Source: an optimization exercise on an open RTL-to-GDS flow (aim: small area). Production flows keep margins and buffers that such runs may drop. Function was checked by simulation only, so behaviour that the tests miss may differ from the original. Power figures rest on the tool's default switching activity, not on a simulated workload.

[design/flow/design.v]
package regfile_pkg;
    localparam int          XLEN_DEF       = 32;
    localparam int          NREGS_DEF      = 32;
    localparam int          NUM_RPORTS_DEF = 2;
    localparam int          AW_DEF         = $clog2(NREGS_DEF);
    localparam int          SP_INDEX_DEF   = 2;
    localparam int unsigned SP_INIT_DEF    = 32'h0000_2ffc;
    localparam int          HALT_REG_DEF   = 17;
    localparam int unsigned HALT_CODE_DEF  = 32'd10;
    localparam bit BYPASS_EN = 1'b0;
    function automatic integer addr_width(input integer nregs);
        addr_width = $clog2(nregs);
    endfunction
endpackage
module regfile_read_port
#(
    parameter int XLEN  = regfile_pkg::XLEN_DEF,
    parameter int NREGS = regfile_pkg::NREGS_DEF,
    parameter int AW    = regfile_pkg::AW_DEF
) (
    input  logic [AW-1:0]                addr,
    input  logic [NREGS-1:0][XLEN-1:0]   rf_view,
    input  logic [NREGS-1:0]             pending,
    input  logic                         byp_valid,
    input  logic [AW-1:0]                byp_addr,
    input  logic [XLEN-1:0]              byp_data,
    output logic [XLEN-1:0]              dout,
    output logic                         busy
);
    logic hit_s;
    always_comb begin
        hit_s = regfile_pkg::BYPASS_EN && byp_valid && (addr == byp_addr);
        dout  = {XLEN{1'b0}};
        busy  = 1'b0;
        if (addr == {AW{1'b0}}) begin
            dout = {XLEN{1'b0}};
            busy = 1'b0;
        end else if (hit_s) begin
            dout = byp_data;
            busy = 1'b0;
        end else begin
            dout = rf_view[addr];
            busy = pending[addr];
        end
    end
endmodule
module regfile_scoreboard
#(
    parameter int          XLEN       = regfile_pkg::XLEN_DEF,
    parameter int          NREGS      = regfile_pkg::NREGS_DEF,
    parameter int          NUM_RPORTS = regfile_pkg::NUM_RPORTS_DEF,
    parameter int          SP_INDEX   = regfile_pkg::SP_INDEX_DEF,
    parameter int unsigned SP_INIT    = regfile_pkg::SP_INIT_DEF,
    parameter int          HALT_REG   = regfile_pkg::HALT_REG_DEF,
    parameter int unsigned HALT_CODE  = regfile_pkg::HALT_CODE_DEF,
    localparam int         AW         = regfile_pkg::addr_width(NREGS)
) (
    input  logic                       clk,
    input  logic                       reset,
    input  logic [NUM_RPORTS*AW-1:0]   rs_addr,
    output logic [NUM_RPORTS*XLEN-1:0] rs_dout,
    output logic [NUM_RPORTS-1:0]      rs_busy,
    input  logic                       wr_en,
    input  logic [AW-1:0]              wr_addr,
    input  logic [XLEN-1:0]            wr_data,
    input  logic                       iss_valid,
    input  logic [AW-1:0]              iss_rd,
    input  logic                       is_ecall,
    output logic                       is_halted,
    input  logic [AW-1:0]              dbg_addr,
    output logic [XLEN-1:0]            dbg_data
);
    logic [NREGS-1:0][XLEN-1:0] rf_r;
    logic [NREGS-1:0]           pending_r;
    logic [NREGS-1:0]           pending_nxt_s;
    logic [NREGS-1:0]           set_mask_s;
    logic [NREGS-1:0]           clr_mask_s;
    logic                       halted_r;
    logic                       wr_ok_s;
    logic                       iss_ok_s;
    logic                       halt_hit_s;
    logic [XLEN-1:0]            halt_val_s;
    logic [NUM_RPORTS*XLEN-1:0] rdata_s;
    logic [NUM_RPORTS-1:0]      rbusy_s;
    always_comb begin
        wr_ok_s    = wr_en && (wr_addr != {AW{1'b0}}) && !halted_r;
        iss_ok_s   = iss_valid && (iss_rd != {AW{1'b0}}) && !halted_r;
        clr_mask_s = wr_ok_s  ? (NREGS'(1'b1) << wr_addr) : {NREGS{1'b0}};
        set_mask_s = iss_ok_s ? (NREGS'(1'b1) << iss_rd)  : {NREGS{1'b0}};
        pending_nxt_s = (pending_r & ~clr_mask_s) | set_mask_s;
        halt_val_s = (regfile_pkg::BYPASS_EN && wr_ok_s && (wr_addr == AW'(HALT_REG)))
                   ? wr_data : rf_r[HALT_REG];
        halt_hit_s = is_ecall && (halt_val_s == XLEN'(HALT_CODE));
    end
    always_ff @(posedge clk) begin
        if (reset) begin
            rf_r           <= '0;
            rf_r[SP_INDEX] <= XLEN'(SP_INIT);
            pending_r      <= {NREGS{1'b0}};
            halted_r       <= 1'b0;
        end else begin
            if (wr_ok_s) begin
                rf_r[wr_addr] <= wr_data;
            end
            pending_r <= pending_nxt_s;
            halted_r  <= halted_r | halt_hit_s;
        end
    end
    for (genvar i = 0; i < NUM_RPORTS; i++) begin : g_rport
        regfile_read_port #(
            .XLEN  (XLEN),
            .NREGS (NREGS),
            .AW    (AW)
        ) u_port (
            .addr      (rs_addr[i*AW +: AW]),
            .rf_view   (rf_r),
            .pending   (pending_r),
            .byp_valid (wr_ok_s),
            .byp_addr  (wr_addr),
            .byp_data  (wr_data),
            .dout      (rdata_s[i*XLEN +: XLEN]),
            .busy      (rbusy_s[i])
        );
    end
    assign rs_dout   = rdata_s;
    assign rs_busy   = rbusy_s;
    assign is_halted = halted_r;
    assign dbg_data  = rf_r[dbg_addr];
endmodule
[design/flow/run.sh]
#!/bin/bash
# synth_recipe.tcl (not shown) runs the flow's synth.tcl, then flattens the netlist and writes it again
# the make line also repeats each setting of config.mk as NAME=value (left out here)
make -C /OpenROAD-flow-scripts/flow DESIGN_CONFIG=/design/flow/config.mk WORK_HOME=/design/flow/orfs CLKGATE_MAP_FILE= SYNTH_SCRIPT=/design/flow/synth_recipe.tcl finish
[design/flow/config.mk]
export PLATFORM = sky130hd
export DESIGN_NAME = regfile_scoreboard
export DESIGN_NICKNAME = regfile_scoreboard
export VERILOG_FILES = /design/flow/design.v
export SDC_FILE = /design/flow/constraint.sdc
export NUM_CORES = 4
export LEC_CHECK = 0
export CAP_MARGIN = 20
export CORE_MARGIN = 2
export CORE_UTILIZATION = 40
export SLEW_MARGIN = 20
[design/flow/constraint.sdc]
create_clock -name core_clock -period 10.0 [get_ports {clk}]
set_input_delay 2.0000 -clock core_clock [delete_from_list [all_inputs] [get_ports {clk}]]
set_output_delay 2.0000 -clock core_clock [all_outputs]
set_load 0.01 [all_outputs]
==> summary.txt <==
-- flip-flops by register name, indices dropped and copies added (netlist names) --
name       cells
pending_r     32
rf_r        1024
halted_r       1
-- path summary, 6_finish.rpt --
path | startpoint | endpoint | slack (ns) | depth (start not counted)
setup / recovery | rs_addr[3] | rs_dout[14] | 1.94 | 7
hold / removal | rf_r[1007] | rf_r[1007] | 0.48 | 2
setup reg to reg | halted_r | rf_r[431] | 6.07 | 5
hold reg to reg | rf_r[1007] | rf_r[1007] | 0.48 | 2
-- critical path, delay by kind of cell --
family                 cells  cell delay [ns]
AO/OA/AOI/OAI              2             1.00
buffers and inverters      3             2.18
AND/OR/NAND/NOR            2             0.85
-- stage by stage --
stage	total power, mW	cell area, um^2	hold slack (ns)	util	cells
6_report	10.2	71700	0.481	0.446	8278
5_1_grt	10.4	71700	0.494	0.446	8272
4_1_cts	10.2	71700	0.476	0.446	8266
3_5_place_dp	5.66	67700	0.469	0.421	8051
3_3_place_gp	5.65	67700	0.462	0.421	8051
2_1_floorplan	5.14	64900	0.453	-	6348
-- final cells by class --
class | instances | area share
Tap cell | 2160 | 0.0377
Antenna cell | 10 | 0.000349
Clock inverter | 46 | 0.00796
Timing Repair Buffer | 342 | 0.0442
Inverter | 8 | 0.000489
Multi-Input combinational cell | 4486 | 0.567
Sequential cell | 1057 | 0.295
Clock buffer | 169 | 0.0474
-- layout by cell type, fill, tap and decap left out, drive strengths merged, types with 6 or more instances in the layout --
master | synthesis | layout
dfxtp | 1057 | 1057
ha | 7 | 7
nor2 | 279 | 279
a211oi | 67 | 67
diode | 0 | 10
nor3 | 12 | 12
o2111ai | 25 | 25
nor2b | 105 | 105
nand4 | 245 | 245
nand2b | 6 | 6
a31oi | 12 | 12
bufinv | 0 | 10
clkdlybuf4s50 | 0 | 131
a311oi | 66 | 66
nand3 | 11 | 11
inv | 7 | 13
o21bai | 11 | 11
o31ai | 245 | 245
a22oi | 66 | 66
mux2i | 388 | 388
mux4 | 782 | 782
a221oi | 48 | 48
nand2 | 1046 | 1046
a21oi | 756 | 756
clkinv | 1 | 28
nor4 | 26 | 26
a2111oi | 7 | 7
buf | 273 | 211
clkbuf | 524 | 169
o21ai | 146 | 146
mux2 | 98 | 98
-- Yosys cell counts (98+ instances only) --
master / instances
nand2_1: 1046
nor2b_1: 105
o31ai_1: 245
o21ai_0: 145
nor2_1: 279
mux2_2: 98
a21oi_2: 191
dfxtp_1: 1057
clkbuf_1: 524
nand4_1: 245
buf_2: 160
mux2i_1: 388
a21oi_1: 565
mux4_2: 782
-- power groups by stage --
stage,Sequential (mW),Clock (mW),Combinational (mW)
after floorplan,4.37,0,0.774
after global placement,4.38,0,1.27
after detailed placement,4.38,0,1.28
after CTS,4.29,4.59,1.28
after global routing,4.29,4.76,1.34
final,4.29,4.59,1.33
-- cell families after synthesis --
kind of cell             synth area share
multiplexers                        0.348
AO/OA/AOI/OAI                       0.149
flip-flops                          0.326
AND/OR/NAND/NOR                     0.120
adder cells (fa/ha/maj)           0.00135
buffers and inverters              0.0553
-- routing by layer --
| layer | wire length, um | vias up | track usage |
|---|---|---|---|
| li1 | - | 23400 | - |
| met1 | 101000 | 29200 | 0.431 |
| met2 | 123000 | 4876 | 0.493 |
| met3 | 39400 | 1217 | 0.0963 |
| met4 | 24500 | 6 | 0.250 |
| met5 | 39 | - | 0 |
==> reports/results.tsv <==
metric	value	unit
DP Worst Slack	2.08	ns
post-DP HPWL	161	mm
first-pass iteration count of the detailed router	5	
initial DRC count	9029	
Seq pwr share	0.420	
share of cells above drive strength 1	0.255	
area of the mapped netlist	0.0649	mm^2
post_cts resized	0	
Seq. cell area	0.0212	mm^2
pin count of the biggest net entering global routing	194	
Seq cells post-synth	1057	
post-synthesis async set-or-reset flop share	0	
Synth Flop Type	dfxtp_1	
crit path DAT	6.06	ns
NetSw	2.95	mW
worst path cell trace	buf_2 > or2_2 > or4_2 > buf_4 > o21ai_0 > a311oi_1 > clkdlybuf4s50_1	
Slew Limit Fails	0	
CP required	8.00	ns
via count	58800	
GRT Residual Overflow	0	
H-tree Lvls	3	
syn_nets	6417	
Area Overhead vs Synth	10.5	%
sequential area share after synthesis	0.326	
Synth top area share	0.326	
DRC	0	
PortBufs	160	
CP Max Fanout	27	
fin crit period	8.06	ns
max incr delay on CP	0.92	ns
initial antenna violation count	12	
total internal power	7.25	mW
antenna viol nets, final	0	
total setup buffers inserted after CTS	0	
CP max stage cell	buf_2	
Post-Syn Area per Cell	10.2	um^2
yosys warns	2	
Final Hold Viols	0	
Nets	6079	
Die W	407	um
area leader, netlist	dfxtp_1	
Bufs on Longest Clock Path	3	
top post-synthesis cells by area	dfxtp_1, mux4_2, nand2_1, mux2i_1, a21oi_1	
hold_buf cts	0	
Leak	21.9	nW
Fin Setup TNS	0	ns
CTS root buffer	clkbuf_16	
switching share of power	0.289	
CTS clk-pin slew, worst paths	0.05	ns
Crit. End Element	output pin	
Vias/cell	7.10	
critical path launch point type	input port	
initial core utilization	0.404	
Core Region	0.161	mm^2
first-pass GRT wire length	408	mm
WL/cell	34.8	um
Clock Sinks	1057	
die footprint	0.165	mm^2
area of the multi-input gates	0.0406	mm^2
Post-synth EDFFs	0	
pwr dens	142	mW/mm^2
fin crit share	0.806	
max_cap viols	0	
GP Congestion	0.914	
CTS tree	built	
clock power share	0.449	
Gate power share	0.131	
Synth cell types	52	
total global-route track usage	0.340	
final worst slack	1.94	ns
Mapped Cells	6348	
worst hold-check path type	reg2reg	
crit path kind	in2out	
status	finished clean	
Die H	407	um
worst-skew pair later-pin latency	0.79	ns
VDD IR max	0.000155	V
Fillers	14900	
Least-Margin Pin Slew	1.44	ns
Worst Skew	0.0437	ns
Max Freq	124	MHz
CTS Buf Count	115	
unrepaired setup endpoints after global routing	false	
vias in the first global route	55600	
relative slew slack	0.0407	
top-level port count	161	
final wirelength	288	mm
FP Rows	147	
Final setup violation count	0	

-- static timing again, ports no longer ideal --
How much do the figures lean on ideal ports? The routed layout below was timed once more, with nothing changed but the port constraints.
Step 1, drivers: a clkbuf_16 drives clk and a buf_2 each remaining input, both assumed.
Step 2 moves the port delays by t, midway between the first and last clock arrival at a register: inputs arrive t later, outputs are due t later. That takes back most of the time a late clock gives input paths.
a / b / c = ideal ports / drivers / drivers and shift; a / b = the first two.
t, ns: 0.851
setup slack, ns: 1.945 / 1.919 / 1.919
latest minus earliest clock arrival (ns): 0.050 / 0.051
After both steps this run still meets setup and hold. For this run, drivers alone change the setup slack by -0.026 ns; drivers and shift together by -0.026 ns.
